Background: an optimization exercise with open tools, aiming at small area. Do not read the settings as production practice.
Function was not checked in any run shown here: the RTL went through the layout flow alone.
No activity file was given, so power comes from the tool's default toggle rates.

**flow/config.mk**
```make
export PLATFORM = sky130hd
export DESIGN_NAME = valu_top
export DESIGN_NICKNAME = valu_top
export VERILOG_FILES = /design/flow/design.v
export SDC_FILE = /design/flow/constraint.sdc
export NUM_CORES = 4
export LEC_CHECK = 0
export ABC_AREA = 1
export CAP_MARGIN = 20
export CORE_MARGIN = 2
export CORE_UTILIZATION = 40
export SLEW_MARGIN = 20
export SYNTH_HIERARCHICAL = 1
```
**flow/constraint.sdc**
```tcl
create_clock -name core_clock -period 7.0 [get_ports {clk}]
set_input_delay 1.4000 -clock core_clock [delete_from_list [all_inputs] [get_ports {clk}]]
set_output_delay 1.4000 -clock core_clock [all_outputs]
set_load 0.01 [all_outputs]
```
**flow/design.v**
```verilog
package valu_op_pkg;
  typedef enum logic [2:0] {
    VOP_MUL    = 3'b000,
    VOP_MULA   = 3'b001,
    VOP_MULTAC = 3'b010,
    VOP_ADD    = 3'b011,
    VOP_SUB    = 3'b100,
    VOP_ADDAC  = 3'b101,
    VOP_MTAC   = 3'b110
  } vop_e;
  localparam logic [2:0] VOP_ILLEGAL_CODE = 3'b111;
endpackage
package valu_ctrl_pkg;
  typedef enum logic {
    MODE_FULL = 1'b0,
    MODE_HALF = 1'b1
  } elem_mode_e;
  typedef enum logic [1:0] {
    ADDEND_ZERO  = 2'd0,
    ADDEND_B     = 2'd1,
    ADDEND_ACCUM = 2'd2
  } addend_sel_e;
  typedef struct packed {
    elem_mode_e  mode;
    addend_sel_e addend_sel;
    logic        negate_b;
  } add_ctrl_t;
  typedef struct packed {
    elem_mode_e mode;
    logic       saturate;
    logic       save_to_accum;
  } round_ctrl_t;
endpackage
import valu_op_pkg::*;
module valu_decode (
  input  logic [2:0] in_op,
  output logic       is_mul,
  output logic       add_b,
  output logic       neg_b,
  output logic       use_acc,
  output logic       save
);
  assign is_mul  = (in_op == VOP_MUL) || (in_op == VOP_MULA) || (in_op == VOP_MULTAC);
  assign add_b   = (in_op == VOP_ADD) || (in_op == VOP_SUB);
  assign neg_b   = (in_op == VOP_SUB);
  assign use_acc = (in_op == VOP_MULA) || (in_op == VOP_ADDAC);
  assign save    = (in_op == VOP_MULTAC) || (in_op == VOP_MTAC);
endmodule
module valu_fa (
  input  logic x,
  input  logic y,
  input  logic z,
  output logic s,
  output logic c
);
  assign s = x ^ y ^ z;
  assign c = (x & y) | (x & z) | (y & z);
endmodule
module valu_add (
  input  logic [15:0] a,
  input  logic [15:0] b,
  input  logic        half,
  input  logic        frac,
  input  logic        is_mul,
  input  logic        add_b,
  input  logic        neg_b,
  output logic [17:0] q
);
  logic mul;
  assign mul = is_mul;
  wire n1 = b[7] & ~half;
  wire n2 = a[0] & ~half;
  wire n3 = a[1] & ~half;
  wire n4 = a[2] & ~half;
  wire n5 = a[3] & ~half;
  wire n6 = a[4] & ~half;
  wire n7 = a[5] & ~half;
  wire n8 = a[6] & ~half;
  wire n9 = a[7] & ~half;
  wire n10 = a[8] & ~half;
  wire n11 = a[9] & ~half;
  wire n12 = a[10] & ~half;
  wire n13 = a[11] & ~half;
  wire n14 = a[12] & ~half;
  wire n15 = a[13] & ~half;
  wire n16 = a[14] & ~half;
  wire n17 = a[15] & ~half;
  wire n18 = half ? a[7] : a[8];
  wire n19 = ~half;
  wire n20 = mul ? (b[0] ^ 1'b0) : 1'b1;
  wire n21 = mul & ((b[1] & ~b[0] & ~1'b0) | (~b[1] & b[0] & 1'b0));
  wire n22 = mul & b[1];
  wire n23 = n22 ^ half;
  wire n24 = n22 & ~half;
  wire n25 = ((a[0] & n20) | (1'b0 & n21)) ^ n22;
  wire n26 = ((a[1] & n20) | (a[0] & n21)) ^ n22;
  wire n27 = ((a[2] & n20) | (a[1] & n21)) ^ n22;
  wire n28 = ((a[3] & n20) | (a[2] & n21)) ^ n22;
  wire n29 = ((a[4] & n20) | (a[3] & n21)) ^ n22;
  wire n30 = ((a[5] & n20) | (a[4] & n21)) ^ n22;
  wire n31 = ((a[6] & n20) | (a[5] & n21)) ^ n22;
  wire n32 = ((a[7] & n20) | (a[6] & n21)) ^ n22;
  wire n33 = ((n18 & n20) | (a[7] & n21)) ^ n23;
  wire n34 = ((n11 & n20) | (n10 & n21)) ^ n24;
  wire n35 = ((n12 & n20) | (n11 & n21)) ^ n24;
  wire n36 = ((n13 & n20) | (n12 & n21)) ^ n24;
  wire n37 = ((n14 & n20) | (n13 & n21)) ^ n24;
  wire n38 = ((n15 & n20) | (n14 & n21)) ^ n24;
  wire n39 = ((n16 & n20) | (n15 & n21)) ^ n24;
  wire n40 = ((n17 & n20) | (n16 & n21)) ^ n24;
  wire n41 = ~(((n17 & n20) | (n17 & n21)) ^ n24);
  wire n42 = mul & (b[2] ^ b[1]);
  wire n43 = mul & ((b[3] & ~b[2] & ~b[1]) | (~b[3] & b[2] & b[1]));
  wire n44 = mul & b[3];
  wire n45 = n44 ^ half;
  wire n46 = n44 & ~half;
  wire n47 = ((a[0] & n42) | (1'b0 & n43)) ^ n44;
  wire n48 = ((a[1] & n42) | (a[0] & n43)) ^ n44;
  wire n49 = ((a[2] & n42) | (a[1] & n43)) ^ n44;
  wire n50 = ((a[3] & n42) | (a[2] & n43)) ^ n44;
  wire n51 = ((a[4] & n42) | (a[3] & n43)) ^ n44;
  wire n52 = ((a[5] & n42) | (a[4] & n43)) ^ n44;
  wire n53 = ((a[6] & n42) | (a[5] & n43)) ^ n44;
  wire n54 = ((a[7] & n42) | (a[6] & n43)) ^ n44;
  wire n55 = ((n18 & n42) | (a[7] & n43)) ^ n45;
  wire n56 = ((n11 & n42) | (n10 & n43)) ^ n46;
  wire n57 = ((n12 & n42) | (n11 & n43)) ^ n46;
  wire n58 = ((n13 & n42) | (n12 & n43)) ^ n46;
  wire n59 = ((n14 & n42) | (n13 & n43)) ^ n46;
  wire n60 = ((n15 & n42) | (n14 & n43)) ^ n46;
  wire n61 = ((n16 & n42) | (n15 & n43)) ^ n46;
  wire n62 = ((n17 & n42) | (n16 & n43)) ^ n46;
  wire n63 = ~(((n17 & n42) | (n17 & n43)) ^ n46);
  wire n64 = mul & (b[4] ^ b[3]);
  wire n65 = mul & ((b[5] & ~b[4] & ~b[3]) | (~b[5] & b[4] & b[3]));
  wire n66 = mul & b[5];
  wire n67 = n66 ^ half;
  wire n68 = n66 & ~half;
  wire n69 = ((a[0] & n64) | (1'b0 & n65)) ^ n66;
  wire n70 = ((a[1] & n64) | (a[0] & n65)) ^ n66;
  wire n71 = ((a[2] & n64) | (a[1] & n65)) ^ n66;
  wire n72 = ((a[3] & n64) | (a[2] & n65)) ^ n66;
  wire n73 = ((a[4] & n64) | (a[3] & n65)) ^ n66;
  wire n74 = ((a[5] & n64) | (a[4] & n65)) ^ n66;
  wire n75 = ((a[6] & n64) | (a[5] & n65)) ^ n66;
  wire n76 = ((a[7] & n64) | (a[6] & n65)) ^ n66;
  wire n77 = ((n18 & n64) | (a[7] & n65)) ^ n67;
  wire n78 = ((n11 & n64) | (n10 & n65)) ^ n68;
  wire n79 = ((n12 & n64) | (n11 & n65)) ^ n68;
  wire n80 = ((n13 & n64) | (n12 & n65)) ^ n68;
  wire n81 = ((n14 & n64) | (n13 & n65)) ^ n68;
  wire n82 = ((n15 & n64) | (n14 & n65)) ^ n68;
  wire n83 = ((n16 & n64) | (n15 & n65)) ^ n68;
  wire n84 = ((n17 & n64) | (n16 & n65)) ^ n68;
  wire n85 = ~(((n17 & n64) | (n17 & n65)) ^ n68);
  wire n86 = mul & (b[6] ^ b[5]);
  wire n87 = mul & ((b[7] & ~b[6] & ~b[5]) | (~b[7] & b[6] & b[5]));
  wire n88 = mul & b[7];
  wire n89 = n88 ^ half;
  wire n90 = n88 & ~half;
  wire n91 = ((a[0] & n86) | (1'b0 & n87)) ^ n88;
  wire n92 = ((a[1] & n86) | (a[0] & n87)) ^ n88;
  wire n93 = ((a[2] & n86) | (a[1] & n87)) ^ n88;
  wire n94 = ((a[3] & n86) | (a[2] & n87)) ^ n88;
  wire n95 = ((a[4] & n86) | (a[3] & n87)) ^ n88;
  wire n96 = ((a[5] & n86) | (a[4] & n87)) ^ n88;
  wire n97 = ((a[6] & n86) | (a[5] & n87)) ^ n88;
  wire n98 = ((a[7] & n86) | (a[6] & n87)) ^ n88;
  wire n99 = ((n18 & n86) | (a[7] & n87)) ^ n89;
  wire n100 = ((n11 & n86) | (n10 & n87)) ^ n90;
  wire n101 = ((n12 & n86) | (n11 & n87)) ^ n90;
  wire n102 = ((n13 & n86) | (n12 & n87)) ^ n90;
  wire n103 = ((n14 & n86) | (n13 & n87)) ^ n90;
  wire n104 = ((n15 & n86) | (n14 & n87)) ^ n90;
  wire n105 = ((n16 & n86) | (n15 & n87)) ^ n90;
  wire n106 = ((n17 & n86) | (n16 & n87)) ^ n90;
  wire n107 = ~(((n17 & n86) | (n17 & n87)) ^ n90);
  wire n108 = mul ? (b[8] ^ n1) : half;
  wire n109 = mul & ((b[9] & ~b[8] & ~n1) | (~b[9] & b[8] & n1));
  wire n110 = mul & b[9];
  wire n111 = n110 & ~half;
  wire n112 = n110 & half;
  wire n113 = ((n2 & n108) | (1'b0 & n109)) ^ n111;
  wire n114 = ((n3 & n108) | (n2 & n109)) ^ n111;
  wire n115 = ((n4 & n108) | (n3 & n109)) ^ n111;
  wire n116 = ((n5 & n108) | (n4 & n109)) ^ n111;
  wire n117 = ((n6 & n108) | (n5 & n109)) ^ n111;
  wire n118 = ((n7 & n108) | (n6 & n109)) ^ n111;
  wire n119 = ((n8 & n108) | (n7 & n109)) ^ n111;
  wire n120 = ((n9 & n108) | (n8 & n109)) ^ n111;
  wire n121 = ((a[8] & n108) | (n9 & n109)) ^ n110;
  wire n122 = ((a[9] & n108) | (a[8] & n109)) ^ n110;
  wire n123 = ((a[10] & n108) | (a[9] & n109)) ^ n110;
  wire n124 = ((a[11] & n108) | (a[10] & n109)) ^ n110;
  wire n125 = ((a[12] & n108) | (a[11] & n109)) ^ n110;
  wire n126 = ((a[13] & n108) | (a[12] & n109)) ^ n110;
  wire n127 = ((a[14] & n108) | (a[13] & n109)) ^ n110;
  wire n128 = ((a[15] & n108) | (a[14] & n109)) ^ n110;
  wire n129 = ~(((a[15] & n108) | (a[15] & n109)) ^ n110);
  wire n130 = mul & (b[10] ^ b[9]);
  wire n131 = mul & ((b[11] & ~b[10] & ~b[9]) | (~b[11] & b[10] & b[9]));
  wire n132 = mul & b[11];
  wire n133 = n132 & ~half;
  wire n134 = n132 & half;
  wire n135 = ((n2 & n130) | (1'b0 & n131)) ^ n133;
  wire n136 = ((n3 & n130) | (n2 & n131)) ^ n133;
  wire n137 = ((n4 & n130) | (n3 & n131)) ^ n133;
  wire n138 = ((n5 & n130) | (n4 & n131)) ^ n133;
  wire n139 = ((n6 & n130) | (n5 & n131)) ^ n133;
  wire n140 = ((n7 & n130) | (n6 & n131)) ^ n133;
  wire n141 = ((n8 & n130) | (n7 & n131)) ^ n133;
  wire n142 = ((n9 & n130) | (n8 & n131)) ^ n133;
  wire n143 = ((a[8] & n130) | (n9 & n131)) ^ n132;
  wire n144 = ((a[9] & n130) | (a[8] & n131)) ^ n132;
  wire n145 = ((a[10] & n130) | (a[9] & n131)) ^ n132;
  wire n146 = ((a[11] & n130) | (a[10] & n131)) ^ n132;
  wire n147 = ((a[12] & n130) | (a[11] & n131)) ^ n132;
  wire n148 = ((a[13] & n130) | (a[12] & n131)) ^ n132;
  wire n149 = ((a[14] & n130) | (a[13] & n131)) ^ n132;
  wire n150 = ((a[15] & n130) | (a[14] & n131)) ^ n132;
  wire n151 = ~(((a[15] & n130) | (a[15] & n131)) ^ n132);
  wire n152 = mul & (b[12] ^ b[11]);
  wire n153 = mul & ((b[13] & ~b[12] & ~b[11]) | (~b[13] & b[12] & b[11]));
  wire n154 = mul & b[13];
  wire n155 = n154 & ~half;
  wire n156 = n154 & half;
  wire n157 = ((n2 & n152) | (1'b0 & n153)) ^ n155;
  wire n158 = ((n3 & n152) | (n2 & n153)) ^ n155;
  wire n159 = ((n4 & n152) | (n3 & n153)) ^ n155;
  wire n160 = ((n5 & n152) | (n4 & n153)) ^ n155;
  wire n161 = ((n6 & n152) | (n5 & n153)) ^ n155;
  wire n162 = ((n7 & n152) | (n6 & n153)) ^ n155;
  wire n163 = ((n8 & n152) | (n7 & n153)) ^ n155;
  wire n164 = ((n9 & n152) | (n8 & n153)) ^ n155;
  wire n165 = ((a[8] & n152) | (n9 & n153)) ^ n154;
  wire n166 = ((a[9] & n152) | (a[8] & n153)) ^ n154;
  wire n167 = ((a[10] & n152) | (a[9] & n153)) ^ n154;
  wire n168 = ((a[11] & n152) | (a[10] & n153)) ^ n154;
  wire n169 = ((a[12] & n152) | (a[11] & n153)) ^ n154;
  wire n170 = ((a[13] & n152) | (a[12] & n153)) ^ n154;
  wire n171 = ((a[14] & n152) | (a[13] & n153)) ^ n154;
  wire n172 = ((a[15] & n152) | (a[14] & n153)) ^ n154;
  wire n173 = ~(((a[15] & n152) | (a[15] & n153)) ^ n154);
  wire n174 = mul & (b[14] ^ b[13]);
  wire n175 = mul & ((b[15] & ~b[14] & ~b[13]) | (~b[15] & b[14] & b[13]));
  wire n176 = mul & b[15];
  wire n177 = n176 & ~half;
  wire n178 = n176 & half;
  wire n179 = ((n2 & n174) | (1'b0 & n175)) ^ n177;
  wire n180 = ((n3 & n174) | (n2 & n175)) ^ n177;
  wire n181 = ((n4 & n174) | (n3 & n175)) ^ n177;
  wire n182 = ((n5 & n174) | (n4 & n175)) ^ n177;
  wire n183 = ((n6 & n174) | (n5 & n175)) ^ n177;
  wire n184 = ((n7 & n174) | (n6 & n175)) ^ n177;
  wire n185 = ((n8 & n174) | (n7 & n175)) ^ n177;
  wire n186 = ((n9 & n174) | (n8 & n175)) ^ n177;
  wire n187 = ((a[8] & n174) | (n9 & n175)) ^ n176;
  wire n188 = ((a[9] & n174) | (a[8] & n175)) ^ n176;
  wire n189 = ((a[10] & n174) | (a[9] & n175)) ^ n176;
  wire n190 = ((a[11] & n174) | (a[10] & n175)) ^ n176;
  wire n191 = ((a[12] & n174) | (a[11] & n175)) ^ n176;
  wire n192 = ((a[13] & n174) | (a[12] & n175)) ^ n176;
  wire n193 = ((a[14] & n174) | (a[13] & n175)) ^ n176;
  wire n194 = ((a[15] & n174) | (a[14] & n175)) ^ n176;
  wire n195 = ~(((a[15] & n174) | (a[15] & n175)) ^ n176);
  wire n196 = add_b & (b[0] ^ neg_b);
  wire n197 = add_b & (b[1] ^ neg_b);
  wire n198 = add_b & (b[2] ^ neg_b);
  wire n199 = add_b & (b[3] ^ neg_b);
  wire n200 = add_b & (b[4] ^ neg_b);
  wire n201 = add_b & (b[5] ^ neg_b);
  wire n202 = add_b & (b[6] ^ neg_b);
  wire n203 = add_b & (b[7] ^ neg_b);
  wire n204 = add_b & ((half ? b[7] : b[8]) ^ neg_b);
  wire n205 = add_b & (b[9] ^ neg_b);
  wire n206 = add_b & (b[10] ^ neg_b);
  wire n207 = add_b & (b[11] ^ neg_b);
  wire n208 = add_b & (b[12] ^ neg_b);
  wire n209 = add_b & (b[13] ^ neg_b);
  wire n210 = add_b & (b[14] ^ neg_b);
  wire n211 = add_b & (b[15] ^ neg_b);
  wire n212 = add_b & ((half ? b[8] : b[15]) ^ neg_b);
  wire n213 = add_b & (b[9] ^ neg_b);
  wire n214 = add_b & (b[10] ^ neg_b);
  wire n215 = add_b & (b[11] ^ neg_b);
  wire n216 = add_b & (b[12] ^ neg_b);
  wire n217 = add_b & (b[13] ^ neg_b);
  wire n218 = add_b & (b[14] ^ neg_b);
  wire n219 = add_b & (b[15] ^ neg_b);
  wire n220 = add_b & (b[15] ^ neg_b);
  wire n221 = neg_b & half;
  wire n222, n223;
  valu_fa fa_n222 (.x(neg_b), .y(n22), .z(n25), .s(n222), .c(n223));
  wire n224, n225;
  valu_fa fa_n224 (.x(n26), .y(n223), .z(n197), .s(n224), .c(n225));
  wire n226, n227;
  valu_fa fa_n226 (.x(n44), .y(n27), .z(n47), .s(n226), .c(n227));
  wire n228, n229;
  valu_fa fa_n228 (.x(n226), .y(n198), .z(n225), .s(n228), .c(n229));
  wire n230, n231;
  valu_fa fa_n230 (.x(n28), .y(n48), .z(n227), .s(n230), .c(n231));
  wire n232, n233;
  valu_fa fa_n232 (.x(n199), .y(n230), .z(n229), .s(n232), .c(n233));
  wire n234, n235;
  valu_fa fa_n234 (.x(n66), .y(n29), .z(n49), .s(n234), .c(n235));
  wire n236, n237;
  valu_fa fa_n236 (.x(n69), .y(n234), .z(n200), .s(n236), .c(n237));
  wire n238 = n231 ^ n236;
  wire n239 = n231 & n236;
  wire n240, n241;
  valu_fa fa_n240 (.x(n30), .y(n50), .z(n70), .s(n240), .c(n241));
  wire n242, n243;
  valu_fa fa_n242 (.x(n235), .y(n240), .z(n201), .s(n242), .c(n243));
  wire n244 = n237 ^ n242;
  wire n245 = n237 & n242;
  wire n246, n247;
  valu_fa fa_n246 (.x(n88), .y(n31), .z(n51), .s(n246), .c(n247));
  wire n248, n249;
  valu_fa fa_n248 (.x(n71), .y(n91), .z(n241), .s(n248), .c(n249));
  wire n250, n251;
  valu_fa fa_n250 (.x(n246), .y(n202), .z(n248), .s(n250), .c(n251));
  wire n252, n253;
  valu_fa fa_n252 (.x(n243), .y(n245), .z(n250), .s(n252), .c(n253));
  wire n254, n255;
  valu_fa fa_n254 (.x(n32), .y(n52), .z(n72), .s(n254), .c(n255));
  wire n256, n257;
  valu_fa fa_n256 (.x(n92), .y(n247), .z(n254), .s(n256), .c(n257));
  wire n258, n259;
  valu_fa fa_n258 (.x(n203), .y(n249), .z(n256), .s(n258), .c(n259));
  wire n260 = n251 ^ n258;
  wire n261 = n251 & n258;
  wire n262, n263;
  valu_fa fa_n262 (.x(half), .y(n111), .z(n53), .s(n262), .c(n263));
  wire n264, n265;
  valu_fa fa_n264 (.x(n73), .y(n93), .z(n33), .s(n264), .c(n265));
  wire n266, n267;
  valu_fa fa_n266 (.x(n113), .y(n255), .z(n262), .s(n266), .c(n267));
  wire n268, n269;
  valu_fa fa_n268 (.x(n204), .y(n264), .z(n257), .s(n268), .c(n269));
  wire n270, n271;
  valu_fa fa_n270 (.x(n266), .y(n259), .z(n268), .s(n270), .c(n271));
  wire n272, n273;
  valu_fa fa_n272 (.x(half), .y(n54), .z(n74), .s(n272), .c(n273));
  wire n274, n275;
  valu_fa fa_n274 (.x(n94), .y(n34), .z(n114), .s(n274), .c(n275));
  wire n276, n277;
  valu_fa fa_n276 (.x(n263), .y(n265), .z(n272), .s(n276), .c(n277));
  wire n278, n279;
  valu_fa fa_n278 (.x(n205), .y(n274), .z(n267), .s(n278), .c(n279));
  wire n280, n281;
  valu_fa fa_n280 (.x(n276), .y(n269), .z(n278), .s(n280), .c(n281));
  wire n282, n283;
  valu_fa fa_n282 (.x(n133), .y(n75), .z(n95), .s(n282), .c(n283));
  wire n284, n285;
  valu_fa fa_n284 (.x(n35), .y(n55), .z(n115), .s(n284), .c(n285));
  wire n286, n287;
  valu_fa fa_n286 (.x(n135), .y(n273), .z(n275), .s(n286), .c(n287));
  wire n288, n289;
  valu_fa fa_n288 (.x(n282), .y(n206), .z(n284), .s(n288), .c(n289));
  wire n290, n291;
  valu_fa fa_n290 (.x(n277), .y(n286), .z(n288), .s(n290), .c(n291));
  wire n292 = n279 ^ n290;
  wire n293 = n279 & n290;
  wire n294, n295;
  valu_fa fa_n294 (.x(half), .y(n76), .z(n96), .s(n294), .c(n295));
  wire n296, n297;
  valu_fa fa_n296 (.x(n36), .y(n56), .z(n116), .s(n296), .c(n297));
  wire n298, n299;
  valu_fa fa_n298 (.x(n136), .y(n283), .z(n285), .s(n298), .c(n299));
  wire n300, n301;
  valu_fa fa_n300 (.x(n294), .y(n207), .z(n296), .s(n300), .c(n301));
  wire n302, n303;
  valu_fa fa_n302 (.x(n287), .y(n289), .z(n298), .s(n302), .c(n303));
  wire n304, n305;
  valu_fa fa_n304 (.x(n300), .y(n291), .z(n302), .s(n304), .c(n305));
  wire n306, n307;
  valu_fa fa_n306 (.x(n155), .y(n97), .z(n37), .s(n306), .c(n307));
  wire n308, n309;
  valu_fa fa_n308 (.x(n57), .y(n77), .z(n117), .s(n308), .c(n309));
  wire n310, n311;
  valu_fa fa_n310 (.x(n137), .y(n157), .z(n295), .s(n310), .c(n311));
  wire n312, n313;
  valu_fa fa_n312 (.x(n297), .y(n208), .z(n306), .s(n312), .c(n313));
  wire n314, n315;
  valu_fa fa_n314 (.x(n308), .y(n299), .z(n310), .s(n314), .c(n315));
  wire n316, n317;
  valu_fa fa_n316 (.x(n301), .y(n312), .z(n303), .s(n316), .c(n317));
  wire n318, n319;
  valu_fa fa_n318 (.x(n314), .y(n305), .z(n316), .s(n318), .c(n319));
  wire n320, n321;
  valu_fa fa_n320 (.x(half), .y(n98), .z(n38), .s(n320), .c(n321));
  wire n322, n323;
  valu_fa fa_n322 (.x(n58), .y(n78), .z(n118), .s(n322), .c(n323));
  wire n324, n325;
  valu_fa fa_n324 (.x(n138), .y(n158), .z(n307), .s(n324), .c(n325));
  wire n326, n327;
  valu_fa fa_n326 (.x(n309), .y(n209), .z(n320), .s(n326), .c(n327));
  wire n328, n329;
  valu_fa fa_n328 (.x(n322), .y(n311), .z(n313), .s(n328), .c(n329));
  wire n330, n331;
  valu_fa fa_n330 (.x(n324), .y(n326), .z(n315), .s(n330), .c(n331));
  wire n332, n333;
  valu_fa fa_n332 (.x(n328), .y(n330), .z(n317), .s(n332), .c(n333));
  wire n334, n335;
  valu_fa fa_n334 (.x(n177), .y(n39), .z(n59), .s(n334), .c(n335));
  wire n336, n337;
  valu_fa fa_n336 (.x(n79), .y(n99), .z(n119), .s(n336), .c(n337));
  wire n338, n339;
  valu_fa fa_n338 (.x(n139), .y(n159), .z(n179), .s(n338), .c(n339));
  wire n340, n341;
  valu_fa fa_n340 (.x(n321), .y(n323), .z(n210), .s(n340), .c(n341));
  wire n342, n343;
  valu_fa fa_n342 (.x(n334), .y(n336), .z(n338), .s(n342), .c(n343));
  wire n344, n345;
  valu_fa fa_n344 (.x(n325), .y(n327), .z(n340), .s(n344), .c(n345));
  wire n346, n347;
  valu_fa fa_n346 (.x(n342), .y(n329), .z(n344), .s(n346), .c(n347));
  wire n348 = n331 ^ n346;
  wire n349 = n331 & n346;
  wire n350, n351;
  valu_fa fa_n350 (.x(half), .y(n40), .z(n60), .s(n350), .c(n351));
  wire n352 = n351 & ~half;
  wire n353, n354;
  valu_fa fa_n353 (.x(n80), .y(n100), .z(n120), .s(n353), .c(n354));
  wire n355 = n354 & ~half;
  wire n356, n357;
  valu_fa fa_n356 (.x(n140), .y(n160), .z(n180), .s(n356), .c(n357));
  wire n358 = n357 & ~half;
  wire n359, n360;
  valu_fa fa_n359 (.x(n335), .y(n337), .z(n339), .s(n359), .c(n360));
  wire n361 = n360 & ~half;
  wire n362, n363;
  valu_fa fa_n362 (.x(n211), .y(n350), .z(n353), .s(n362), .c(n363));
  wire n364 = n363 & ~half;
  wire n365, n366;
  valu_fa fa_n365 (.x(n356), .y(n341), .z(n343), .s(n365), .c(n366));
  wire n367 = n366 & ~half;
  wire n368, n369;
  valu_fa fa_n368 (.x(n359), .y(n362), .z(n345), .s(n368), .c(n369));
  wire n370 = n369 & ~half;
  wire n371, n372;
  valu_fa fa_n371 (.x(n365), .y(n347), .z(n368), .s(n371), .c(n372));
  wire n373 = n372 & ~half;
  wire n374 = ~(n221 ^ n112);
  wire n375 = n221 | n112;
  wire n376, n377;
  valu_fa fa_n376 (.x(n41), .y(n61), .z(n81), .s(n376), .c(n377));
  wire n378, n379;
  valu_fa fa_n378 (.x(n101), .y(n121), .z(n141), .s(n378), .c(n379));
  wire n380, n381;
  valu_fa fa_n380 (.x(n161), .y(n181), .z(n374), .s(n380), .c(n381));
  wire n382, n383;
  valu_fa fa_n382 (.x(n212), .y(n376), .z(n378), .s(n382), .c(n383));
  wire n384, n385;
  valu_fa fa_n384 (.x(n380), .y(n352), .z(n355), .s(n384), .c(n385));
  wire n386, n387;
  valu_fa fa_n386 (.x(n358), .y(n382), .z(n361), .s(n386), .c(n387));
  wire n388, n389;
  valu_fa fa_n388 (.x(n364), .y(n384), .z(n386), .s(n388), .c(n389));
  wire n390, n391;
  valu_fa fa_n390 (.x(n367), .y(n388), .z(n370), .s(n390), .c(n391));
  wire n392 = ~(n122 ^ n375);
  wire n393 = n122 | n375;
  wire n394, n395;
  valu_fa fa_n394 (.x(n62), .y(n82), .z(n102), .s(n394), .c(n395));
  wire n396, n397;
  valu_fa fa_n396 (.x(n142), .y(n162), .z(n182), .s(n396), .c(n397));
  wire n398, n399;
  valu_fa fa_n398 (.x(n377), .y(n379), .z(n381), .s(n398), .c(n399));
  wire n400, n401;
  valu_fa fa_n400 (.x(n392), .y(n213), .z(n394), .s(n400), .c(n401));
  wire n402, n403;
  valu_fa fa_n402 (.x(n396), .y(n383), .z(n398), .s(n402), .c(n403));
  wire n404, n405;
  valu_fa fa_n404 (.x(n400), .y(n385), .z(n402), .s(n404), .c(n405));
  wire n406, n407;
  valu_fa fa_n406 (.x(n387), .y(n404), .z(n389), .s(n406), .c(n407));
  wire n408, n409;
  valu_fa fa_n408 (.x(n134), .y(n123), .z(n63), .s(n408), .c(n409));
  wire n410, n411;
  valu_fa fa_n410 (.x(n83), .y(n103), .z(n143), .s(n410), .c(n411));
  wire n412, n413;
  valu_fa fa_n412 (.x(n163), .y(n183), .z(n393), .s(n412), .c(n413));
  wire n414, n415;
  valu_fa fa_n414 (.x(n395), .y(n397), .z(n214), .s(n414), .c(n415));
  wire n416, n417;
  valu_fa fa_n416 (.x(n408), .y(n410), .z(n399), .s(n416), .c(n417));
  wire n418, n419;
  valu_fa fa_n418 (.x(n412), .y(n401), .z(n414), .s(n418), .c(n419));
  wire n420, n421;
  valu_fa fa_n420 (.x(n403), .y(n416), .z(n418), .s(n420), .c(n421));
  wire n422 = n405 ^ n420;
  wire n423 = n405 & n420;
  wire n424 = ~(n124 ^ n144);
  wire n425 = n124 | n144;
  wire n426, n427;
  valu_fa fa_n426 (.x(n84), .y(n104), .z(n164), .s(n426), .c(n427));
  wire n428, n429;
  valu_fa fa_n428 (.x(n184), .y(n409), .z(n411), .s(n428), .c(n429));
  wire n430, n431;
  valu_fa fa_n430 (.x(n424), .y(n215), .z(n426), .s(n430), .c(n431));
  wire n432, n433;
  valu_fa fa_n432 (.x(n413), .y(n415), .z(n428), .s(n432), .c(n433));
  wire n434, n435;
  valu_fa fa_n434 (.x(n430), .y(n417), .z(n419), .s(n434), .c(n435));
  wire n436, n437;
  valu_fa fa_n436 (.x(n432), .y(n421), .z(n434), .s(n436), .c(n437));
  wire n438, n439;
  valu_fa fa_n438 (.x(n156), .y(n125), .z(n145), .s(n438), .c(n439));
  wire n440, n441;
  valu_fa fa_n440 (.x(n85), .y(n105), .z(n165), .s(n440), .c(n441));
  wire n442, n443;
  valu_fa fa_n442 (.x(n185), .y(n425), .z(n427), .s(n442), .c(n443));
  wire n444, n445;
  valu_fa fa_n444 (.x(n438), .y(n216), .z(n440), .s(n444), .c(n445));
  wire n446, n447;
  valu_fa fa_n446 (.x(n429), .y(n431), .z(n442), .s(n446), .c(n447));
  wire n448, n449;
  valu_fa fa_n448 (.x(n444), .y(n433), .z(n446), .s(n448), .c(n449));
  wire n450 = n435 ^ n448;
  wire n451 = n435 & n448;
  wire n452 = ~(n126 ^ n146);
  wire n453 = n126 | n146;
  wire n454, n455;
  valu_fa fa_n454 (.x(n166), .y(n106), .z(n186), .s(n454), .c(n455));
  wire n456, n457;
  valu_fa fa_n456 (.x(n439), .y(n441), .z(n452), .s(n456), .c(n457));
  wire n458, n459;
  valu_fa fa_n458 (.x(n217), .y(n454), .z(n443), .s(n458), .c(n459));
  wire n460, n461;
  valu_fa fa_n460 (.x(n445), .y(n456), .z(n447), .s(n460), .c(n461));
  wire n462, n463;
  valu_fa fa_n462 (.x(n458), .y(n449), .z(n460), .s(n462), .c(n463));
  wire n464, n465;
  valu_fa fa_n464 (.x(n178), .y(n127), .z(n147), .s(n464), .c(n465));
  wire n466, n467;
  valu_fa fa_n466 (.x(n167), .y(n107), .z(n187), .s(n466), .c(n467));
  wire n468, n469;
  valu_fa fa_n468 (.x(n453), .y(n455), .z(n464), .s(n468), .c(n469));
  wire n470, n471;
  valu_fa fa_n470 (.x(n218), .y(n466), .z(n457), .s(n470), .c(n471));
  wire n472, n473;
  valu_fa fa_n472 (.x(n468), .y(n459), .z(n470), .s(n472), .c(n473));
  wire n474 = n461 ^ n472;
  wire n475 = n461 & n472;
  wire n476 = ~(n128 ^ n148);
  wire n477 = n128 | n148;
  wire n478, n479;
  valu_fa fa_n478 (.x(n168), .y(n188), .z(n465), .s(n478), .c(n479));
  wire n480, n481;
  valu_fa fa_n480 (.x(n467), .y(n476), .z(n219), .s(n480), .c(n481));
  wire n482, n483;
  valu_fa fa_n482 (.x(n469), .y(n478), .z(n480), .s(n482), .c(n483));
  wire n484, n485;
  valu_fa fa_n484 (.x(n471), .y(n482), .z(n473), .s(n484), .c(n485));
  wire n486, n487;
  valu_fa fa_n486 (.x(n129), .y(n149), .z(n169), .s(n486), .c(n487));
  wire n488, n489;
  valu_fa fa_n488 (.x(n189), .y(n477), .z(n486), .s(n488), .c(n489));
  wire n490, n491;
  valu_fa fa_n490 (.x(n220), .y(n479), .z(n481), .s(n490), .c(n491));
  wire n492, n493;
  valu_fa fa_n492 (.x(n488), .y(n483), .z(n490), .s(n492), .c(n493));
  wire n494 = ~(n150 ^ n170);
  wire n495 = n150 | n170;
  wire n496, n497;
  valu_fa fa_n496 (.x(n190), .y(n487), .z(n494), .s(n496), .c(n497));
  wire n498, n499;
  valu_fa fa_n498 (.x(n489), .y(n496), .z(n491), .s(n498), .c(n499));
  wire n500, n501;
  valu_fa fa_n500 (.x(n151), .y(n171), .z(n191), .s(n500), .c(n501));
  wire n502, n503;
  valu_fa fa_n502 (.x(n495), .y(n500), .z(n497), .s(n502), .c(n503));
  wire n504 = ~(n172 ^ n192);
  wire n505 = n172 | n192;
  wire n506 = n501 ^ n504;
  wire n507 = n501 & n504;
  wire n508, n509;
  valu_fa fa_n508 (.x(n173), .y(n193), .z(n505), .s(n508), .c(n509));
  wire n510 = 1'b1 ^ n194;
  wire n511 = 1'b1 & n194;
  wire n512 = n196 ^ n222;
  wire n513 = n196 & n222;
  wire n514 = n224 ^ n513;
  wire n515 = n224 & n513;
  wire n516 = n228 ^ n515;
  wire n517 = n228 & n515;
  wire n518 = n232 ^ n517;
  wire n519 = n232 & n517;
  wire n520 = n233 & n238;
  wire n521 = n233 ^ n238;
  wire n522 = n239 & n244;
  wire n523 = n239 ^ n244;
  wire n524 = n252 & 1'b0;
  wire n525 = n252 ^ 1'b0;
  wire n526 = n253 & n260;
  wire n527 = n253 ^ n260;
  wire n528 = n261 & n270;
  wire n529 = n261 ^ n270;
  wire n530 = n271 & n280;
  wire n531 = n271 ^ n280;
  wire n532 = n281 & n292;
  wire n533 = n281 ^ n292;
  wire n534 = n293 & n304;
  wire n535 = n293 ^ n304;
  wire n536 = n318 & 1'b0;
  wire n537 = n318 ^ 1'b0;
  wire n538 = n319 & n332;
  wire n539 = n319 ^ n332;
  wire n540 = n333 & n348;
  wire n541 = n333 ^ n348;
  wire n542 = n349 & n371;
  wire n543 = n349 ^ n371;
  wire n544 = n542 & ~half;
  wire n545 = n543 & ~half;
  wire n546 = n373 & n390;
  wire n547 = n373 ^ n390;
  wire n548 = n391 & n406;
  wire n549 = n391 ^ n406;
  wire n550 = n407 & n422;
  wire n551 = n407 ^ n422;
  wire n552 = n423 & n436;
  wire n553 = n423 ^ n436;
  wire n554 = n437 & n450;
  wire n555 = n437 ^ n450;
  wire n556 = n451 & n462;
  wire n557 = n451 ^ n462;
  wire n558 = n463 & n474;
  wire n559 = n463 ^ n474;
  wire n560 = n475 & n484;
  wire n561 = n475 ^ n484;
  wire n562 = n485 & n492;
  wire n563 = n485 ^ n492;
  wire n564 = n493 & n498;
  wire n565 = n493 ^ n498;
  wire n566 = n499 & n502;
  wire n567 = n499 ^ n502;
  wire n568 = n503 & n506;
  wire n569 = n503 ^ n506;
  wire n570 = n507 & n508;
  wire n571 = n507 ^ n508;
  wire n572 = n509 & n510;
  wire n573 = n509 ^ n510;
  wire n574 = n195 & n511;
  wire n575 = n195 ^ n511;
  wire n576 = 1'b1 & 1'b0;
  wire n577 = 1'b1 ^ 1'b0;
  wire n578 = n520 | (n521 & n519);
  wire n579 = n522 | (n523 & n578);
  wire n580 = n523 & n521;
  wire n581 = n526 | (n527 & n524);
  wire n582 = n527 & n525;
  wire n583 = n530 | (n531 & n528);
  wire n584 = n531 & n529;
  wire n585 = n534 | (n535 & n532);
  wire n586 = n535 & n533;
  wire n587 = n538 | (n539 & n536);
  wire n588 = n539 & n537;
  wire n589 = n544 | (n545 & n540);
  wire n590 = n545 & n541;
  wire n591 = n548 | (n549 & n546);
  wire n592 = n549 & n547;
  wire n593 = n552 | (n553 & n550);
  wire n594 = n553 & n551;
  wire n595 = n556 | (n557 & n554);
  wire n596 = n557 & n555;
  wire n597 = n560 | (n561 & n558);
  wire n598 = n561 & n559;
  wire n599 = n564 | (n565 & n562);
  wire n600 = n565 & n563;
  wire n601 = n568 | (n569 & n566);
  wire n602 = n569 & n567;
  wire n603 = n572 | (n573 & n570);
  wire n604 = n573 & n571;
  wire n605 = n576 | (n577 & n574);
  wire n606 = n577 & n575;
  wire n607 = n581 | (n582 & n579);
  wire n608 = n582 & n580;
  wire n609 = n585 | (n586 & n583);
  wire n610 = n586 & n584;
  wire n611 = n589 | (n590 & n587);
  wire n612 = n590 & n588;
  wire n613 = n593 | (n594 & n591);
  wire n614 = n594 & n592;
  wire n615 = n597 | (n598 & n595);
  wire n616 = n598 & n596;
  wire n617 = n601 | (n602 & n599);
  wire n618 = n602 & n600;
  wire n619 = n605 | (n606 & n603);
  wire n620 = n606 & n604;
  wire n621 = n609 | (n610 & n607);
  wire n622 = n610 & n608;
  wire n623 = n613 | (n614 & n611);
  wire n624 = n614 & n612;
  wire n625 = n617 | (n618 & n615);
  wire n626 = n618 & n616;
  wire n627 = n623 | (n624 & n621);
  wire n628 = n624 & n622;
  wire n629 = n625 | (n626 & n627);
  wire n630 = n626 & n628;
  wire n631 = n611 | (n612 & n621);
  wire n632 = n612 & n622;
  wire n633 = n615 | (n616 & n627);
  wire n634 = n616 & n628;
  wire n635 = n619 | (n620 & n629);
  wire n636 = n620 & n630;
  wire n637 = n583 | (n584 & n607);
  wire n638 = n584 & n608;
  wire n639 = n587 | (n588 & n621);
  wire n640 = n588 & n622;
  wire n641 = n591 | (n592 & n631);
  wire n642 = n592 & n632;
  wire n643 = n595 | (n596 & n627);
  wire n644 = n596 & n628;
  wire n645 = n599 | (n600 & n633);
  wire n646 = n600 & n634;
  wire n647 = n603 | (n604 & n629);
  wire n648 = n604 & n630;
  wire n649 = n524 | (n525 & n579);
  wire n650 = n525 & n580;
  wire n651 = n528 | (n529 & n607);
  wire n652 = n529 & n608;
  wire n653 = n532 | (n533 & n637);
  wire n654 = n533 & n638;
  wire n655 = n536 | (n537 & n621);
  wire n656 = n537 & n622;
  wire n657 = n540 | (n541 & n639);
  wire n658 = n541 & n640;
  wire n659 = n546 | (n547 & n631);
  wire n660 = n547 & n632;
  wire n661 = n550 | (n551 & n641);
  wire n662 = n551 & n642;
  wire n663 = n554 | (n555 & n627);
  wire n664 = n555 & n628;
  wire n665 = n558 | (n559 & n643);
  wire n666 = n559 & n644;
  wire n667 = n562 | (n563 & n633);
  wire n668 = n563 & n634;
  wire n669 = n566 | (n567 & n645);
  wire n670 = n567 & n646;
  wire n671 = n570 | (n571 & n629);
  wire n672 = n571 & n630;
  wire n673 = n574 | (n575 & n647);
  wire n674 = n575 & n648;
  wire n675 = n521 ^ n519;
  wire n676 = n523 ^ n578;
  wire n677 = n525 ^ n579;
  wire n678 = n527 ^ n649;
  wire n679 = n529 ^ n607;
  wire n680 = n531 ^ n651;
  wire n681 = n533 ^ n637;
  wire n682 = n535 ^ n653;
  wire n683 = n537 ^ n621;
  wire n684 = n539 ^ n655;
  wire n685 = n541 ^ n639;
  wire n686 = n543 ^ n657;
  wire n687 = n547 ^ n631;
  wire n688 = n549 ^ n659;
  wire n689 = n551 ^ n641;
  wire n690 = n553 ^ n661;
  wire n691 = n555 ^ n627;
  wire n692 = n557 ^ n663;
  wire n693 = n559 ^ n643;
  wire n694 = n561 ^ n665;
  wire n695 = n563 ^ n633;
  wire n696 = n565 ^ n667;
  wire n697 = n567 ^ n645;
  wire n698 = n569 ^ n669;
  wire n699 = n571 ^ n629;
  wire n700 = n573 ^ n671;
  wire n701 = n575 ^ n647;
  wire n702 = n577 ^ n673;
  logic [31:0] p;
  assign p = {n702, n701, n700, n699, n698, n697, n696, n695, n694, n693, n692, n691, n690, n689, n688, n687, n686, n685, n684, n683, n682, n681, n680, n679, n678, n677, n676, n675, n518, n516, n514, n512};
  logic shift;
  assign shift = is_mul && frac;
  always_comb begin
    for (int k = 0; k < 8; k++) begin
      if (shift) q[k] = half ? p[7+k] : p[15+k];
      else       q[k] = p[k];
      if (shift)     q[9+k] = p[23+k];
      else if (half) q[9+k] = p[16+k];
      else           q[9+k] = p[8+k];
    end
    if (!half)      q[8] = 1'b1;
    else if (shift) q[8] = p[15];
    else            q[8] = p[8];
    if (is_mul)     q[17] = p[31];
    else if (half)  q[17] = p[24];
    else            q[17] = p[16];
  end
endmodule
module valu_round (
  input  logic [17:0] q,
  input  logic [15:0] acc,
  input  logic        use_acc,
  input  logic        half,
  input  logic        frac,
  output logic [15:0] r
);
  logic [17:0] d;
  logic [17:0] s;
  logic [18:0] c;
  logic        sat_hi, sat_lo;
  assign d = {acc[15], acc[15:8], half & acc[7], acc[7:0]} & {18{use_acc}};
  assign c[0] = 1'b0;
  assign s[0] = q[0] ^ d[0];
  assign c[1] = q[0] & d[0];
  for (genvar i = 1; i < 18; i++) begin : g_bit
    if (i == 8) begin : g_top
      assign s[i] = q[i] ^ d[i] ^ c[i];
    end else begin : g_fa
      valu_fa valu_fa_i (.x(q[i]), .y(d[i]), .z(c[i]), .s(s[i]), .c(c[i+1]));
    end
  end
  logic [7:0] gg, pp;
  logic [3:0] g2, p2;
  logic [1:0] g4;
  assign gg = q[7:0] & d[7:0];
  assign pp = q[7:0] | d[7:0];
  for (genvar k = 0; k < 4; k++) begin : g_la2
    assign g2[k] = gg[2*k+1] | (pp[2*k+1] & gg[2*k]);
    assign p2[k] = pp[2*k+1] & pp[2*k];
  end
  assign g4[0] = g2[1] | (p2[1] & g2[0]);
  assign g4[1] = g2[3] | (p2[3] & g2[2]);
  assign c[9]  = ~half & (g4[1] | (p2[3] & p2[2] & g4[0]));
  assign sat_hi = frac && (s[17] != s[16]);
  assign sat_lo = frac && (s[8] != s[7]);
  always_comb begin
    r[15:8] = sat_hi ? {s[17], {7{~s[17]}}} : s[16:9];
    if (half) r[7:0] = sat_lo ? {s[8], {7{~s[8]}}} : s[7:0];
    else      r[7:0] = sat_hi ? {8{~s[17]}} : s[7:0];
  end
endmodule
import valu_op_pkg::*;
module valu_top (
  input  logic                   clk,
  input  logic                   reset,
  input  logic                   in_valid,
  input  valu_op_pkg::vop_e      in_op,
  input  logic                   in_frac,
  input  logic                   in_half,
  input  logic [(4 * 16)-1:0] in_a,
  input  logic [(4 * 16)-1:0] in_b,
  output logic                   result_valid,
  output logic [(4 * 16)-1:0] result
);
  logic [63:0]     a0, b0;
  logic            frac0, half0;
  logic            is_mul, add_b, neg_b, use_acc, save;
  logic            mul0, add_b0, neg_b0, use_acc0, save0;
  logic [4*18-1:0] q_next, q1;
  logic [63:0]     r_next, r2;
  logic [63:0]     acc;
  logic            acc_set;
  logic            v0, v1, v2;
  logic            frac1, half1, acc1, save1;
  valu_decode valu_decode_i (.in_op, .is_mul, .add_b, .neg_b, .use_acc, .save);
  for (genvar l = 0; l < 4; l++) begin : g_lane
    valu_add valu_add_i (
      .a(a0[16*l +: 16]), .b(b0[16*l +: 16]), .half(half0), .frac(frac0),
      .is_mul(mul0), .add_b(add_b0), .neg_b(neg_b0), .q(q_next[18*l +: 18])
    );
    valu_round valu_round_i (
      .q(q1[18*l +: 18]), .acc(acc[16*l +: 16]), .use_acc(acc1 && acc_set), .half(half1),
      .frac(frac1),
      .r(r_next[16*l +: 16])
    );
  end
  always_ff @(posedge clk or posedge reset) begin
    if (reset) begin
      v0           <= 1'b0;
      v1           <= 1'b0;
      v2           <= 1'b0;
      result_valid <= 1'b0;
      acc_set      <= 1'b0;
    end else begin
      v0           <= in_valid;
      v1           <= v0;
      v2           <= v1;
      result_valid <= v2;
      if (v1 && save1) acc_set <= 1'b1;
    end
  end
  always_ff @(posedge clk) begin
    if (v1 && save1) acc <= r_next;
  end
  always_ff @(posedge clk) begin
    a0     <= in_a;
    b0     <= in_b;
    mul0     <= is_mul;
    add_b0   <= add_b;
    neg_b0   <= neg_b;
    use_acc0 <= use_acc;
    save0    <= save;
    frac0  <= in_frac;
    half0  <= in_half;
    q1     <= q_next;
    frac1  <= frac0;
    half1  <= half0;
    acc1   <= use_acc0;
    save1  <= save0;
    r2     <= r_next;
    result <= r2;
  end
endmodule
```
**flow/flow/run.sh**
```bash
#!/bin/bash
# The standard layout with the standard synthesis unchanged, with two changes:
#  - the port buffers are plain buf_1 cells (buffer_ports otherwise picks a delay-buffer cell)
#  - clock tree synthesis adds no dummy loads at the clock tree leaves
# The make output (every tool's log is also kept under orfs/logs) goes to standard.log.
set -euo pipefail
bash standard.sh \
  BUFFER_PORTS_ARGS="-buffer_cell sky130_fd_sc_hd__buf_1" \
  CTS_ARGS="-sink_clustering_enable -repair_clock_nets -dont_use_dummy_load -sink_clustering_size 24 -sink_clustering_max_diameter 80" \
  finish > standard.log 2>&1
```
**flow/standard.sh**
```bash
#!/bin/bash
# synth_recipe.tcl (not shown) runs the flow's synth.tcl, then flattens the netlist and writes it again
# the make line also repeats each setting of config.mk as NAME=value (left out here)
make -C /OpenROAD-flow-scripts/flow DESIGN_CONFIG=/design/flow/config.mk WORK_HOME=/design/flow/orfs CLKGATE_MAP_FILE= SYNTH_SCRIPT=/design/flow/synth_recipe.tcl "${@:-finish}"
```
==> impl_metrics.toml, run 1 <==
[outcome]
status = "timing/DRC/antenna clean"

[grt]
grt_util_met3_pct = 3.07
antenna_found_initial = 4
grt_pass1_wl_um = 196000
grt_pass1_vias = 33900
busiest_layer = "met2"
grtUsageMet2_pct = 35.5
grt_util_all_layers_pct = 22.6
grt_max_degree = 49
grt_util_met1_pct = 32.4
grt_overflow = 0

[logic_synthesis]
avgSynthCellArea_um2 = 8.84
synth_top_family_by_area = "adder cells"
synth_top_cell_area_share_pct = 28.5
seq_area_frac_synth_pct = 20.5
synth.top_cells.by_area = "fa_1 28%, dfxtp_1 16%, xor2_1 9.3%"
synth_compound_area_share_pct = 11.5
synthMuxAreaShare_pct = 0
netlist_instances = 4862
yosysWarnings = 9
ys_ff_latch = 408
syn_nets = 5806
yosys.area_share.simple_pct = 15.1
netlist.top_cell.by_area = "fa_1"
synth_xor_area_share_pct = 10.6
ys_types = 36
synthesis.area_um2 = 43000
synth_fa_ha_area_share_pct = 34.2

[die]
core_area_um2 = 107000
die_w_um = 332
dieArea_um2 = 110000
rows = 120
start_util_pct = 40.2
io_pins = 201
die_y_um = 332

[placed_design]
post-place-ws_ns = 0.370
dpl_cell_area_um2 = 45400
port_buffers = 200
hpwlAfterDp_um = 101000
gp_congestion = 0.988

[cts]
clk_pin_slew_ns = 0.07
postCtsSetupBuffers = 0
tritoncts = "done"
worstSkewPairLatency_ns = 0.64
clock-sinks = 408
cts_buffer_depth = 3
cts-root-buf = "clkbuf_16"
cts_buffers = 35
h-tree-depth = 2

[detailed_routing]
ant_nets = 0
drtIter0Drc = 2991
vias_per_cell = 5.27
vias = 34000
post_drt_wl_per_cell_um = 19.4
drtPass1Iterations = 6
routed_wl_um = 125000
drc = 0

[pwr]
power.leakage_nw = 22.9
fin_total_pwr_mw = 19.1
swShare_pct = 49.4
pwr-share-comb_pct = 71.6
ir_drop_v = 0.000265
seqPwrFrac_pct = 19.3
cell_internal_pwr_mw = 9.68
p_per_area_nw_per_um2 = 413
power_frac_clock_pct = 9.1
power_switching_mw = 9.45

[timing]
fin_skew_ns = 0.0969
fmax_mhz = 151
worst_pin_slew_ns = 0.894
rsz0062_at_grt = "true"
setup_slack_ns = 0.387
period_needed_ns = 6.61
period_share_pct = 94.5
slew_headroom_pct = 40.4
finalHoldViolCount = 0
slew_viol_final = 0
setup_viol = 0

[critical_path]
critPathMaxStageDelay_ns = 0.67
reg2reg_slack_ns = 0.39
critPathKind = "reg2reg"
cp-end-kind = "register"
worstSetupStartpointType = "register"
cp.required_ns = 7.45
cp_max_fo = 28
slowest_stage = "dfxtp_4"
cp_data_arrival_time_ns = 7.06

[cells_and_area]
fin_area_um2 = 46300
finalNetCount = 5996
final_common_cell = "nand2_1"
layout-drive-gt1-share_pct = 8.97
mostFrequentLayoutCells = "925 x nand2_1, 612 x fa_1, 486 x inv_1"
synthToLayoutAreaGrowth_pct = 7.67

[min_path]
hp-class = "reg2reg"

[run]
drv_cap = 0
==> worst paths after layout <==
kind	start	endpoint	depth (start not counted)
setup / recovery	mul0$_DFF_P_	q1[24]$_DFF_P_	28
hold / removal	r2[17]$_DFF_P_	result[17]$_DFF_P_	0
setup reg to reg	mul0$_DFF_P_	q1[24]$_DFF_P_	28
hold reg to reg	r2[17]$_DFF_P_	result[17]$_DFF_P_	0
max in group asynchronous	reset	acc_set$_DFFE_PP0P_	2
min in group asynchronous	reset	v2$_DFF_PP0_	2
==> what timing repair did <==
item                       4_1_cts  5_1_grt
setup endpoints to repair        0       14
hold buffers                     0        0
gates resized for setup          0        7
==> modules after synthesis (local to each module, per instance) <==
| module | times used | cells | area (µm²) |
|---|---|---|---|
| valu_decode | 1 | 11 | 43.8 |
| valu_top | 1 | 415 | 8860 |
| valu_fa | 560 | 1 | 20.0 |
| valu_round | 4 | 151 | 653 |
| valu_add | 4 | 818 | 5070 |
==> through the flow <==
| stage | cells | hold WS [ns] | TNS, ns | util [%] |
|---|---|---|---|---|
| 3_5_place_dp | 6418 | 0.312 | 0 | 42.5 |
| 3_3_place_gp | 6418 | 0.310 | 0 | 42.5 |
| 2_1_floorplan | 4862 | 0.310 | 0 | - |
| 5_1_grt | 6453 | 0.336 | -0.0222 | 43.3 |
| 4_1_cts | 6453 | 0.327 | 0 | 43.3 |
| 6_report | 6454 | 0.328 | 0 | 43.3 |
==> layer usage <==
layer / share of wire, % / vias to the layer above / wire length (µm)
met5: 0.0088 / - / 11
met1: 46 / 16500 / 57400
met2: 44 / 1281 / 55600
met4: 3.2 / 2 / 3950
met3: 6.7 / 205 / 8350
li1: - / 16100 / -
==> area by class of cell <==
cell class	instances	area [µm²]
repair buffers	317	1700
fillers	10700	60600
clock buffers	35	876
flip-flops and latches	408	8840
inverters	632	2390
diodes	1	2.50
multi-input cells	3658	30700
well taps	1403	1760
==> cell usage after synthesis (all sizes together) <==
| cell type | count |
|---|---|
| a21o | 12 |
| buf | 140 |
| fa | 612 |
| xnor2 | 64 |
| o22a | 16 |
| clkinv | 36 |
| edfxtp | 64 |
| a31oi | 20 |
| inv | 596 |
| nand2 | 1013 |
| o22ai | 420 |
| nand4 | 12 |
| o211ai | 12 |
| o31ai | 4 |
| o21ai | 156 |
| a21oi | 189 |
| o21bai | 4 |
| ha | 196 |
| dfrtp | 5 |
| xor2 | 456 |
| dfxtp | 339 |
| nand3 | 157 |
| nor2 | 287 |
| nor3 | 28 |
| clkbuf | 24 |
==> power groups by stage <==
stage                     combinational (mW)  clock (mW)  sequential, mW
final                                   13.7        1.75            3.69
after floorplan                         9.98           0            3.65
after global placement                  13.5           0            3.75
after CTS                               13.8        1.84            3.70
after global routing                    15.7        1.91            3.77
after detailed placement                13.7           0            3.74
==> registers in the layout (all words and copies together) (netlist names), 64 cells and up <==
name / count
q1: 72
r2: 64
b0: 64
a0: 64
result: 64
acc: 64
==> critical path, delay by kind of cell (launching register included) <==
family	cells	cell delay [ns]
adders and majority gates	7	3.13
DFF	1	0.67
buffers and inverters	5	0.91
xor gates and xnor gates	1	0.21
and+or+nand+nor	13	1.21
AOI/OAI and AO/OA	2	0.31
==> logic make-up after synthesis <==
family	count (synthesis)
compound gates	833
simple gates	1497
flops	408
buf+inv	796
fa+ha+maj	808
xor+xnor	520
==> run 2, diff against run 1 <==
--- a/flow/design.v
+++ b/flow/design.v
@@ -675,102 +675,134 @@
   wire n605 = n576 | (n577 & n574);
   wire n606 = n577 & n575;
-  wire n607 = n581 | (n582 & n579);
-  wire n608 = n582 & n580;
-  wire n609 = n585 | (n586 & n583);
-  wire n610 = n586 & n584;
-  wire n611 = n589 | (n590 & n587);
-  wire n612 = n590 & n588;
-  wire n613 = n593 | (n594 & n591);
-  wire n614 = n594 & n592;
-  wire n615 = n597 | (n598 & n595);
-  wire n616 = n598 & n596;
-  wire n617 = n601 | (n602 & n599);
-  wire n618 = n602 & n600;
-  wire n619 = n605 | (n606 & n603);
-  wire n620 = n606 & n604;
-  wire n621 = n609 | (n610 & n607);
-  wire n622 = n610 & n608;
-  wire n623 = n613 | (n614 & n611);
-  wire n624 = n614 & n612;
-  wire n625 = n617 | (n618 & n615);
-  wire n626 = n618 & n616;
-  wire n627 = n623 | (n624 & n621);
-  wire n628 = n624 & n622;
-  wire n629 = n625 | (n626 & n627);
-  wire n630 = n626 & n628;
-  wire n631 = n611 | (n612 & n621);
-  wire n632 = n612 & n622;
-  wire n633 = n615 | (n616 & n627);
-  wire n634 = n616 & n628;
-  wire n635 = n619 | (n620 & n629);
-  wire n636 = n620 & n630;
-  wire n637 = n583 | (n584 & n607);
-  wire n638 = n584 & n608;
-  wire n639 = n587 | (n588 & n621);
-  wire n640 = n588 & n622;
-  wire n641 = n591 | (n592 & n631);
-  wire n642 = n592 & n632;
-  wire n643 = n595 | (n596 & n627);
-  wire n644 = n596 & n628;
-  wire n645 = n599 | (n600 & n633);
-  wire n646 = n600 & n634;
-  wire n647 = n603 | (n604 & n629);
-  wire n648 = n604 & n630;
-  wire n649 = n524 | (n525 & n579);
-  wire n650 = n525 & n580;
-  wire n651 = n528 | (n529 & n607);
-  wire n652 = n529 & n608;
-  wire n653 = n532 | (n533 & n637);
-  wire n654 = n533 & n638;
-  wire n655 = n536 | (n537 & n621);
-  wire n656 = n537 & n622;
-  wire n657 = n540 | (n541 & n639);
-  wire n658 = n541 & n640;
-  wire n659 = n546 | (n547 & n631);
-  wire n660 = n547 & n632;
-  wire n661 = n550 | (n551 & n641);
-  wire n662 = n551 & n642;
-  wire n663 = n554 | (n555 & n627);
-  wire n664 = n555 & n628;
-  wire n665 = n558 | (n559 & n643);
-  wire n666 = n559 & n644;
-  wire n667 = n562 | (n563 & n633);
-  wire n668 = n563 & n634;
-  wire n669 = n566 | (n567 & n645);
-  wire n670 = n567 & n646;
-  wire n671 = n570 | (n571 & n629);
-  wire n672 = n571 & n630;
-  wire n673 = n574 | (n575 & n647);
-  wire n674 = n575 & n648;
-  wire n675 = n521 ^ n519;
-  wire n676 = n523 ^ n578;
-  wire n677 = n525 ^ n579;
-  wire n678 = n527 ^ n649;
-  wire n679 = n529 ^ n607;
-  wire n680 = n531 ^ n651;
-  wire n681 = n533 ^ n637;
-  wire n682 = n535 ^ n653;
-  wire n683 = n537 ^ n621;
-  wire n684 = n539 ^ n655;
-  wire n685 = n541 ^ n639;
-  wire n686 = n543 ^ n657;
-  wire n687 = n547 ^ n631;
-  wire n688 = n549 ^ n659;
-  wire n689 = n551 ^ n641;
-  wire n690 = n553 ^ n661;
-  wire n691 = n555 ^ n627;
-  wire n692 = n557 ^ n663;
-  wire n693 = n559 ^ n643;
-  wire n694 = n561 ^ n665;
-  wire n695 = n563 ^ n633;
-  wire n696 = n565 ^ n667;
-  wire n697 = n567 ^ n645;
-  wire n698 = n569 ^ n669;
-  wire n699 = n571 ^ n629;
-  wire n700 = n573 ^ n671;
-  wire n701 = n575 ^ n647;
-  wire n702 = n577 ^ n673;
+  wire n607 = n524 | (n525 & n579);
+  wire n608 = n525 & n580;
+  wire n609 = n581 | (n582 & n579);
+  wire n610 = n582 & n580;
+  wire n611 = n532 | (n533 & n583);
+  wire n612 = n533 & n584;
+  wire n613 = n585 | (n586 & n583);
+  wire n614 = n586 & n584;
+  wire n615 = n540 | (n541 & n587);
+  wire n616 = n541 & n588;
+  wire n617 = n589 | (n590 & n587);
+  wire n618 = n590 & n588;
+  wire n619 = n550 | (n551 & n591);
+  wire n620 = n551 & n592;
+  wire n621 = n593 | (n594 & n591);
+  wire n622 = n594 & n592;
+  wire n623 = n558 | (n559 & n595);
+  wire n624 = n559 & n596;
+  wire n625 = n597 | (n598 & n595);
+  wire n626 = n598 & n596;
+  wire n627 = n566 | (n567 & n599);
+  wire n628 = n567 & n600;
+  wire n629 = n601 | (n602 & n599);
+  wire n630 = n602 & n600;
+  wire n631 = n574 | (n575 & n603);
+  wire n632 = n575 & n604;
+  wire n633 = n605 | (n606 & n603);
+  wire n634 = n606 & n604;
+  wire n635 = n528 | (n529 & n609);
+  wire n636 = n529 & n610;
+  wire n637 = n583 | (n584 & n609);
+  wire n638 = n584 & n610;
+  wire n639 = n611 | (n612 & n609);
+  wire n640 = n612 & n610;
+  wire n641 = n613 | (n614 & n609);
+  wire n642 = n614 & n610;
+  wire n643 = n546 | (n547 & n617);
+  wire n644 = n547 & n618;
+  wire n645 = n591 | (n592 & n617);
+  wire n646 = n592 & n618;
+  wire n647 = n619 | (n620 & n617);
+  wire n648 = n620 & n618;
+  wire n649 = n621 | (n622 & n617);
+  wire n650 = n622 & n618;
+  wire n651 = n562 | (n563 & n625);
+  wire n652 = n563 & n626;
+  wire n653 = n599 | (n600 & n625);
+  wire n654 = n600 & n626;
+  wire n655 = n627 | (n628 & n625);
+  wire n656 = n628 & n626;
+  wire n657 = n629 | (n630 & n625);
+  wire n658 = n630 & n626;
+  wire n659 = n536 | (n537 & n641);
+  wire n660 = n537 & n642;
+  wire n661 = n587 | (n588 & n641);
+  wire n662 = n588 & n642;
+  wire n663 = n615 | (n616 & n641);
+  wire n664 = n616 & n642;
+  wire n665 = n617 | (n618 & n641);
+  wire n666 = n618 & n642;
+  wire n667 = n643 | (n644 & n641);
+  wire n668 = n644 & n642;
+  wire n669 = n645 | (n646 & n641);
+  wire n670 = n646 & n642;
+  wire n671 = n647 | (n648 & n641);
+  wire n672 = n648 & n642;
+  wire n673 = n649 | (n650 & n641);
+  wire n674 = n650 & n642;
+  wire n675 = n570 | (n571 & n657);
+  wire n676 = n571 & n658;
+  wire n677 = n603 | (n604 & n657);
+  wire n678 = n604 & n658;
+  wire n679 = n631 | (n632 & n657);
+  wire n680 = n632 & n658;
+  wire n681 = n633 | (n634 & n657);
+  wire n682 = n634 & n658;
+  wire n683 = n554 | (n555 & n673);
+  wire n684 = n555 & n674;
+  wire n685 = n595 | (n596 & n673);
+  wire n686 = n596 & n674;
+  wire n687 = n623 | (n624 & n673);
+  wire n688 = n624 & n674;
+  wire n689 = n625 | (n626 & n673);
+  wire n690 = n626 & n674;
+  wire n691 = n651 | (n652 & n673);
+  wire n692 = n652 & n674;
+  wire n693 = n653 | (n654 & n673);
+  wire n694 = n654 & n674;
+  wire n695 = n655 | (n656 & n673);
+  wire n696 = n656 & n674;
+  wire n697 = n657 | (n658 & n673);
+  wire n698 = n658 & n674;
+  wire n699 = n675 | (n676 & n673);
+  wire n700 = n676 & n674;
+  wire n701 = n677 | (n678 & n673);
+  wire n702 = n678 & n674;
+  wire n703 = n679 | (n680 & n673);
+  wire n704 = n680 & n674;
+  wire n705 = n681 | (n682 & n673);
+  wire n706 = n682 & n674;
+  wire n707 = n521 ^ n519;
+  wire n708 = n523 ^ n578;
+  wire n709 = n525 ^ n579;
+  wire n710 = n527 ^ n607;
+  wire n711 = n529 ^ n609;
+  wire n712 = n531 ^ n635;
+  wire n713 = n533 ^ n637;
+  wire n714 = n535 ^ n639;
+  wire n715 = n537 ^ n641;
+  wire n716 = n539 ^ n659;
+  wire n717 = n541 ^ n661;
+  wire n718 = n543 ^ n663;
+  wire n719 = n547 ^ n665;
+  wire n720 = n549 ^ n667;
+  wire n721 = n551 ^ n669;
+  wire n722 = n553 ^ n671;
+  wire n723 = n555 ^ n673;
+  wire n724 = n557 ^ n683;
+  wire n725 = n559 ^ n685;
+  wire n726 = n561 ^ n687;
+  wire n727 = n563 ^ n689;
+  wire n728 = n565 ^ n691;
+  wire n729 = n567 ^ n693;
+  wire n730 = n569 ^ n695;
+  wire n731 = n571 ^ n697;
+  wire n732 = n573 ^ n699;
+  wire n733 = n575 ^ n701;
+  wire n734 = n577 ^ n703;
   logic [31:0] p;
-  assign p = {n702, n701, n700, n699, n698, n697, n696, n695, n694, n693, n692, n691, n690, n689, n688, n687, n686, n685, n684, n683, n682, n681, n680, n679, n678, n677, n676, n675, n518, n516, n514, n512};
+  assign p = {n734, n733, n732, n731, n730, n729, n728, n727, n726, n725, n724, n723, n722, n721, n720, n719, n718, n717, n716, n715, n714, n713, n712, n711, n710, n709, n708, n707, n518, n516, n514, n512};
   logic shift;
   assign shift = is_mul && frac;
==> run 2 against run 1 <==
Still clean on timing, DRC and antenna. Fmax rose by 1.6%. Largest power group unchanged. Combinational power rose by 3%. Critical path type unchanged. Setup slack improved by 0.11 ns. Highest routed layer unchanged. Flip-flop and latch count did not move.
==> impl_metrics.toml, run 2 <==
[cells_and_area]
layout-drive-gt1-share_pct = 8.67
fin_cells = 6492
finalNetCount = 6002
largest_reg_flops = 72
top_register = "q1"
mostFrequentLayoutCells = "861 x nand2_1, 576 x fa_1, 536 x xor2_1"
synthToLayoutAreaGrowth_pct = 7.79

[timing]
final.setup.tns_ns = 0
setup_viol = 0
setup_slack_ns = 0.492
period_needed_ns = 6.51
fmax_mhz = 154
hold_slack_ns = 0.328
period_share_pct = 93.0
slew_headroom_pct = 44.5
worst_pin_slew_ns = 0.832

[critical_path]
cp-end-kind = "register"
reg2reg_from = "b0[23]$_DFF_P_"
worstSetupStartpointType = "register"
critPathKind = "reg2reg"
endpoint = "q1[23]$_DFF_P_"
slowest_stage = "fa_1"
cp_max_fo = 16
cp.required_ns = 7.48
cp_data_arrival_time_ns = 6.99

[logic_synthesis]
seq_area_frac_synth_pct = 20.6
synth_edf_count = 64
synthesis.area_um2 = 42900
yosys.area_share.simple_pct = 14.5
yosysWarnings = 9
netlist_instances = 4902
async_flop_share_pct = 1.23
ys_ff_latch = 408
netlist.top_cell.by_area = "fa_1"
ys_types = 46
synth_top_family_by_area = "adder cells"
synth_commonest_cells = "861 x nand2_1, 576 x fa_1, 536 x inv_1, 536 x xor2_1, 436 x o22ai_1"
synth_xor_area_share_pct = 11.6
synth.top_cells.by_area = "fa_1 27%, dfxtp_1 16%, xor2_1 11%"

[cts]
h-tree-depth = 2
worstSkewPairLatency_ns = 0.64
cts-root-buf = "clkbuf_16"
cts_hold_buf = 0
tritoncts = "done"
postCtsSetupBuffers = 0
cts_resized = 0
cts_buffer_depth = 3
clock-sinks = 408

[placed_design]
port_buffers = 200

[min_path]
hold_depth = 0
min_from = "r2[47]$_DFF_P_"

[detailed_routing]
post_drt_wl_per_cell_um = 19.3
ant_nets = 0
routed_wl_um = 125000
drtIter0Drc = 3136
drc = 0
vias = 34200
drtPass1Iterations = 6

[die]
rows = 120
start_util_pct = 40.2
io_pins = 201
dieArea_um2 = 110000
die_w_um = 332

[outcome]
status = "timing/DRC/antenna clean"

[grt]
grt_pass1_vias = 33900
grt_pass1_wl_um = 195000
antenna_found_initial = 4
grt_overflow = 0

[pwr]
ir_drop_v = 0.000248
p_per_area_nw_per_um2 = 423

[run]
drv_cap = 0
==> run 2: cell types whose count changed in the layout (fill, tap and decap cells not counted), moves of 16 or more <==
cell	change
nand3_2	-20
inv_1	+48
clkinv_1	-24
fa_1	-36
nand2_1	-64
o22ai_1	+20
nor3_1	-20
xor2_1	+80
o21ai_2	+16
o22ai_2	+24
nor2_4	-20
xnor2_1	-31
nand2_2	-46
nand3_1	+76
==> run 2: cell type report <==
type	count	area (µm²)
fillers	10600	60500
multi-input cells	3658	30500
flip-flops and latches	408	8850
inverters	668	2520
well taps	1403	1760
repair buffers	318	1710
clock buffers	36	901
diodes	1	2.50
==> run 2: routing by layer <==
layer,global-route usage [%],part of all wire (%)
met5,0,0.010
met4,6.95,3.0
met3,3.68,7.1
met2,35.9,45
met1,31.5,45
==> run 2: through the flow <==
| step | utilization (%) | area [µm²] | power [mW] |
|---|---|---|---|
| after detailed placement | 42.5 | 45400 | 17.8 |
| after CTS | 43.3 | 46300 | 19.7 |
| after global placement | 42.5 | 45400 | 17.6 |
| after floorplan | - | 42900 | 14.2 |
| after global routing | 43.3 | 46300 | 21.9 |
| final | 43.3 | 46300 | 19.6 |
==> run 2: Yosys stat by module (local to each module, per instance) <==
| module | cells inside | times used | flops+latches | area [µm²] |
|---|---|---|---|---|
| valu_top | 415 | 1 | 408 | 8860 |
| valu_decode | 11 | 1 | 0 | 43.8 |
| valu_round | 151 | 4 | 0 | 653 |
| valu_add | 828 | 4 | 0 | 5050 |
| valu_fa | 1 | 560 | 0 | 20.0 |
==> run 2: critical path: cells and delay by family, from the launching register on <==
family / cells / cell delay [ns]
compound gates: 5 / 0.75
xor+xnor: 1 / 0.19
fa+ha+maj: 7 / 3.38
buf+inv: 3 / 0.32
flops: 1 / 0.52
simple gates: 7 / 1.24
==> run 2: kinds of logic after synthesis <==
family	after synthesis
and+or+nand+nor	1433
AOI/OAI and AO/OA	881
buffers and inverters	836
adders and majority gates	776
xor gates and xnor gates	568
DFF	408
==> run 2: power breakdown <==
part	total, mW	internal [mW]	switching [mW]
logic	14.1	5.43	8.66
clock network	1.78	0.901	0.874
registers	3.68	3.27	0.410
==> run 2: how the worst min path moves through the flow <==
stage                         end  slack, ns
2_1_floorplan        acc1$_DFF_P_       0.31
3_3_place_gp        save1$_DFF_P_       0.31
3_5_place_dp   result[30]$_DFF_P_       0.31
4_1_cts        result[47]$_DFF_P_       0.33
5_1_grt        result[47]$_DFF_P_       0.33
6_report       result[47]$_DFF_P_       0.33

[separate check: timing with driven ports]
The flow's constraints put no driver on any port. The routed layouts listed below were extracted and timed again, unchanged, in two steps. Step 1, drivers: a clkbuf_16 drives clk and a buf_2 each remaining input, both assumed. Step 2 moves the port delays by t, midway between the first and last clock arrival at a register: inputs arrive t later, outputs are due t later. That takes back most of the time a late clock gives input paths. Three values: ideal ports, drivers, drivers and shift; two values: the first two.
| run | shift t [ns] | slack for setup (ns) | hold WS [ns] | worst register clock-pin slew, ns | worst slew at a driven data input, ns |
|---|---|---|---|---|---|
| run 1 | 0.655 | 0.387 / 0.387 / 0.387 | 0.328 / 0.328 / 0.328 | 0.09 / 0.09 | 0.16 |
| run 2 | 0.661 | 0.492 / 0.492 / 0.492 | 0.328 / 0.328 / 0.328 | 0.09 / 0.09 | 0.08 |
After both steps every run listed still meets setup and hold.
